From an optimization exercise on the open Yosys and OpenROAD flow, aimed at small area; shortcuts taken in it are not production practice.
The RTL was checked by simulation tests, not by an equivalence proof against the original design.
Power figures rest on the tool's default switching activity, not on a simulated workload.

==> run a <==
==> flow/design.v <==
module axis_register #(
    parameter int MODE           = 0,
    parameter int TREADY_RST_VAL = 0,
    parameter int ENABLE_TKEEP   = 1,
    parameter int ENABLE_TLAST   = 1,
    parameter int ENABLE_TID     = 0,
    parameter int ENABLE_TDEST   = 0,
    parameter int ENABLE_TUSER   = 1,
    parameter int TDATA_WIDTH    = 512,
    parameter int TID_WIDTH      = 8,
    parameter int TDEST_WIDTH    = 8,
    parameter int TUSER_WIDTH    = 1
) (
    input  logic                     clk,
    input  logic                     rst,
    output logic                     s_tready,
    input  logic                     s_tvalid,
    input  logic [TDATA_WIDTH-1:0]   s_tdata,
    input  logic [TDATA_WIDTH/8-1:0] s_tkeep,
    input  logic                     s_tlast,
    input  logic [TID_WIDTH-1:0]     s_tid,
    input  logic [TDEST_WIDTH-1:0]   s_tdest,
    input  logic [TUSER_WIDTH-1:0]   s_tuser,
    input  logic                     m_tready,
    output logic                     m_tvalid,
    output logic [TDATA_WIDTH-1:0]   m_tdata,
    output logic [TDATA_WIDTH/8-1:0] m_tkeep,
    output logic                     m_tlast,
    output logic [TID_WIDTH-1:0]     m_tid,
    output logic [TDEST_WIDTH-1:0]   m_tdest,
    output logic [TUSER_WIDTH-1:0]   m_tuser
);
    localparam int KW = TDATA_WIDTH / 8;
    localparam int PW = TDATA_WIDTH + KW + 1 + TID_WIDTH + TDEST_WIDTH + TUSER_WIDTH;
    logic [KW-1:0]          keep_in;
    logic                   last_in;
    logic [TID_WIDTH-1:0]   id_in;
    logic [TDEST_WIDTH-1:0] dest_in;
    logic [TUSER_WIDTH-1:0] user_in;
    logic [PW-1:0]          s_payload;
    logic [PW-1:0]          m_payload;
    assign keep_in   = (ENABLE_TKEEP != 0) ? s_tkeep : '0;
    assign last_in   = (ENABLE_TLAST != 0) ? s_tlast : 1'b0;
    assign id_in     = (ENABLE_TID   != 0) ? s_tid   : '0;
    assign dest_in   = (ENABLE_TDEST != 0) ? s_tdest : '0;
    assign user_in   = (ENABLE_TUSER != 0) ? s_tuser : '0;
    assign s_payload = {s_tdata, keep_in, last_in, id_in, dest_in, user_in};
    logic [TID_WIDTH-1:0]   id_out;
    logic [TDEST_WIDTH-1:0] dest_out;
    assign {m_tdata, m_tkeep, m_tlast, id_out, dest_out, m_tuser} = m_payload;
    assign m_tid   = (ENABLE_TID   != 0) ? id_out   : '0;
    assign m_tdest = (ENABLE_TDEST != 0) ? dest_out : '0;
    if (MODE == 0) begin : g_skid
        logic          s_tready_q, s_tready_d;
        logic          m_tvalid_q, m_tvalid_d;
        logic [PW-1:0] out_q;
        logic [PW-1:0] skid_q;
        logic          accept;
        assign accept = s_tvalid && s_tready_q;
        assign m_tvalid_d = accept || (m_tvalid_q && (!m_tready || !s_tready_q));
        assign s_tready_d = !m_tvalid_q || m_tready || (s_tready_q && !s_tvalid);
        always_ff @(posedge clk or posedge rst) begin
            if (rst) begin
                s_tready_q <= (TREADY_RST_VAL != 0);
                m_tvalid_q <= 1'b0;
            end else begin
                s_tready_q <= s_tready_d;
                m_tvalid_q <= m_tvalid_d;
            end
        end
        always_ff @(posedge clk) begin
            if (!m_tvalid_q || m_tready) out_q <= s_tready_q ? s_payload : skid_q;
            if (s_tready_q)              skid_q <= s_payload;
        end
        assign s_tready  = s_tready_q;
        assign m_tvalid  = m_tvalid_q;
        assign m_payload = out_q;
    end else if (MODE == 1) begin : g_simple
        logic          s_tready_q, s_tready_d;
        logic          m_tvalid_q, m_tvalid_d;
        logic [PW-1:0] out_q, out_d;
        logic          accept;
        assign accept = s_tvalid && s_tready_q;
        always_ff @(posedge clk or posedge rst) begin
            if (rst) begin
                s_tready_q <= (TREADY_RST_VAL != 0);
                m_tvalid_q <= 1'b0;
                out_q      <= '0;
            end else begin
                s_tready_q <= s_tready_d;
                m_tvalid_q <= m_tvalid_d;
                out_q      <= out_d;
            end
        end
        always_comb begin
            m_tvalid_d = m_tvalid_q;
            out_d      = out_q;
            if (accept) begin
                m_tvalid_d = 1'b1;
                out_d      = s_payload;
            end else if (m_tready) begin
                m_tvalid_d = 1'b0;
            end
            s_tready_d = !m_tvalid_d;
        end
        assign s_tready  = s_tready_q;
        assign m_tvalid  = m_tvalid_q;
        assign m_payload = out_q;
    end else begin : g_bypass
        logic unused_clk_rst;
        assign unused_clk_rst = clk ^ rst;
        assign s_tready       = m_tready;
        assign m_tvalid       = s_tvalid;
        assign m_payload      = s_payload;
    end
endmodule
==> flow/flow/run.sh <==
#!/bin/bash
set -euo pipefail
bash standard.sh \
  "BUFFER_PORTS_ARGS=-buffer_cell sky130_fd_sc_hd__buf_1" \
  "CTS_ARGS=-sink_clustering_enable -repair_clock_nets -dont_use_dummy_load" \
  finish > flow_make.log 2>&1
==> flow/standard.sh <==
#!/bin/bash
# synth_recipe.tcl (not shown) runs the flow's synth.tcl, then flattens the netlist and writes it again
# the make line also repeats each setting of config.mk as NAME=value (left out here)
make -C /OpenROAD-flow-scripts/flow DESIGN_CONFIG=/design/flow/config.mk WORK_HOME=/design/flow/orfs CLKGATE_MAP_FILE= SYNTH_SCRIPT=/design/flow/synth_recipe.tcl "${@:-finish}"
==> flow/config.mk <==
export PLATFORM = sky130hd
export DESIGN_NAME = axis_register
export DESIGN_NICKNAME = axis_register
export VERILOG_FILES = /design/flow/design.v
export SDC_FILE = /design/flow/constraint.sdc
export NUM_CORES = 4
export LEC_CHECK = 0
export CAP_MARGIN = 20
export CORE_AREA = 5 5 415 415
export DIE_AREA = 0 0 420 420
export SLEW_MARGIN = 20
==> flow/constraint.sdc <==
create_clock -name core_clock -period 3.0 [get_ports {clk}]
set_input_delay 0.6000 -clock core_clock [delete_from_list [all_inputs] [get_ports {clk}]]
set_output_delay 0.6000 -clock core_clock [all_outputs]
set_load 0.01 [all_outputs]
==> inputs of run b, as changes to run a <==
==> flow/flow/run.sh (replaced) <==
#!/bin/bash
set -euo pipefail
bash standard.sh \
  "PLACE_PINS_ARGS=-min_distance 1 -min_distance_in_tracks" \
  "BUFFER_PORTS_ARGS=-buffer_cell sky130_fd_sc_hd__buf_1" \
  "CTS_ARGS=-sink_clustering_enable -repair_clock_nets -dont_use_dummy_load" \
  finish > flow_make.log 2>&1
CORE_AREA = 5 5 295 295   (was 5 5 415 415)
DIE_AREA = 0 0 300 300   (was 0 0 420 420)
==> impl_metrics.ini <==
[outcome]
status = complete, no violations

[placed_design]
placed_cells = 5174

[floorplanning]
start_util = 0.218

[pwr]
switching_share = 0.239
comb_power_share = 0.112

[grt]
grt_util_all_layers = 0.129

[finish]
fill_cells = 16900
fin_area_um2 = 48900
multi_input_area_share = 0.142
fin_util = 0.293

[worst_hold_path]
hold_end = g_skid.skid_q[369]

[routing]
wl_met2_mm = 58.2

[critical_path]
r2r-end = g_skid.out_q[504]
-- figures above: run a

==> impl_metrics.ini <==
[finish]
nets = 3670
fin_util = 0.540
multi_input_area_share = 0.154
fin_area_um2 = 45100

[routing]
vias = 20600
wirelength_mm = 97.7
wl_met2_mm = 42.8

[pwr]
switching_share = 0.229
comb_power_share = 0.108

[timing]
post-route-min-period_ns = 2.55

[floorplanning]
start_util = 0.436

[grt]
grt_util_all_layers = 0.205

[worst_hold_path]
hold_end = g_skid.skid_q[84]

[outcome]
status = complete, no violations

[placed_design]
placed_cells = 4036

[critical_path]
slowest_stage = dfrtp_4
-- figures above: run b


==> v18: inputs <==
// axis_register: RTL as listed in full above, without the edits since
clock: 3.0 ns
lec_check: 0
cap_margin: 20
core_area: 5 5 295 295
die_area: 0 0 300 300
slew_margin: 20
standard.sh (not shown) runs the stock make flow with config.mk's settings and CLKGATE_MAP_FILE= SYNTH_SCRIPT=/design/flow/synth_recipe.tcl, a recipe that flattens the netlist after the stock synthesis.
==> flow/flow/run.sh <==
#!/bin/bash
set -euo pipefail
bash standard.sh \
  "PLACE_PINS_ARGS=-min_distance 1 -min_distance_in_tracks" \
  "BUFFER_PORTS_ARGS=-buffer_cell sky130_fd_sc_hd__buf_1" \
  "CTS_ARGS=-sink_clustering_enable -repair_clock_nets -dont_use_dummy_load -sink_clustering_size 10 -sink_clustering_max_diameter 40 -root_buf sky130_fd_sc_hd__clkbuf_16 -tree_buf sky130_fd_sc_hd__clkbuf_8 -sink_clustering_buffer sky130_fd_sc_hd__clkbuf_4 -buf_list {sky130_fd_sc_hd__clkbuf_4 sky130_fd_sc_hd__clkbuf_8 sky130_fd_sc_hd__clkbuf_16}" \
  RECOVER_POWER=100 \
  finish > flow_make.log 2>&1
==> v16: changes against v18 <==
==> flow/run.sh (new file) <==
#!/bin/bash
# synth_recipe.tcl (not shown) runs the flow's synth.tcl, then flattens the netlist and writes it again
# the make line also repeats each setting of config.mk as NAME=value (left out here)
make -C /OpenROAD-flow-scripts/flow DESIGN_CONFIG=/design/flow/config.mk WORK_HOME=/design/flow/orfs CLKGATE_MAP_FILE= SYNTH_SCRIPT=/design/flow/synth_recipe.tcl finish
Settings changed: CORE_AREA 5 5 295 295 to 5 5 415 415, DIE_AREA 0 0 300 300 to 0 0 420 420.
removed: flow/flow/run.sh
removed: flow/standard.sh
==> notes <==
- In synthesized cell count, v18 and v16 do not differ.
- Between v18 and v16, the lower setup slack is in v18 (gap 160 ps).
- Die area: v16 is higher than v18 (96%).
- In v16 the clock-buffer cell count is higher than in v18, by 16.
- Of v18 and v16, v16 has the higher combinational power (gap about 36%, measured against v16).
- In v18 the via count is larger than in v16, by about 2.8%.
==> figures <==
	v18	v16
Status	complete, no violations	complete, no violations
Ratio of total power to cell area	695.3 nW/µm²	723.8 nW/µm²
Clk slew on worst S/H paths	100 ps	60 ps
Peak clock frequency supported by timing	0.3767 GHz	0.4014 GHz
Share of the cycle needed by the critical path after routing	88.50%	83.05%
Class of the most critical hold timing path	input port to register	register to register
Sw Share	24.75%	23.55%
Effective utilization at floorplan	43.64%	21.81%
Post-route worst hold slack	144.8 ps	470.1 ps
Clock buf count	152	168
Worst setup path category	register to register	register to output pin
Beginning of the worst hold path	s_tdata[116]	g_skid.skid_q[489]
Endpoint of the worst register-to-register path	g_skid.out_q[261]	g_skid.out_q[139]
Actual slew at the worst max-slew pin	1379 ps	664.0 ps

==> static timing again, ports no longer ideal <==
The flow's constraints put no driver on any port. The routed layouts listed below were extracted and timed again, unchanged, in two steps.
Step 1 (the two cells are an assumption about what drives the block):
set clk [get_ports {clk}]
set_driving_cell -lib_cell sky130_fd_sc_hd__clkbuf_16 $clk
set_driving_cell -lib_cell sky130_fd_sc_hd__buf_2 [delete_from_list [all_inputs] $clk]
Step 2, shift: input delay + t, output delay - t, t = (earliest + latest rising clock arrival at the registers) / 2. This alone moves slack from input paths to output paths.
Slacks: no drivers / after step 1 / after step 2; pairs: no drivers / after step 1.
run	t (ns)	setup WS [ns]	worst slew at a driven data input, ns
run a	0.779	0.408 / 0.347 / 0.859	0.18
run b	0.683	0.450 / 0.392 / 0.832	0.14
v18	0.694	0.345 / 0.345 / -0.054	0.14
v16	0.782	0.508 / 0.451 / 0.659	0.27
Met with ideal ports but missed after step 2: setup timing in v18. For v18, which loses most, drivers alone change the setup slack by 0.000 ns; drivers and shift together by -0.399 ns.
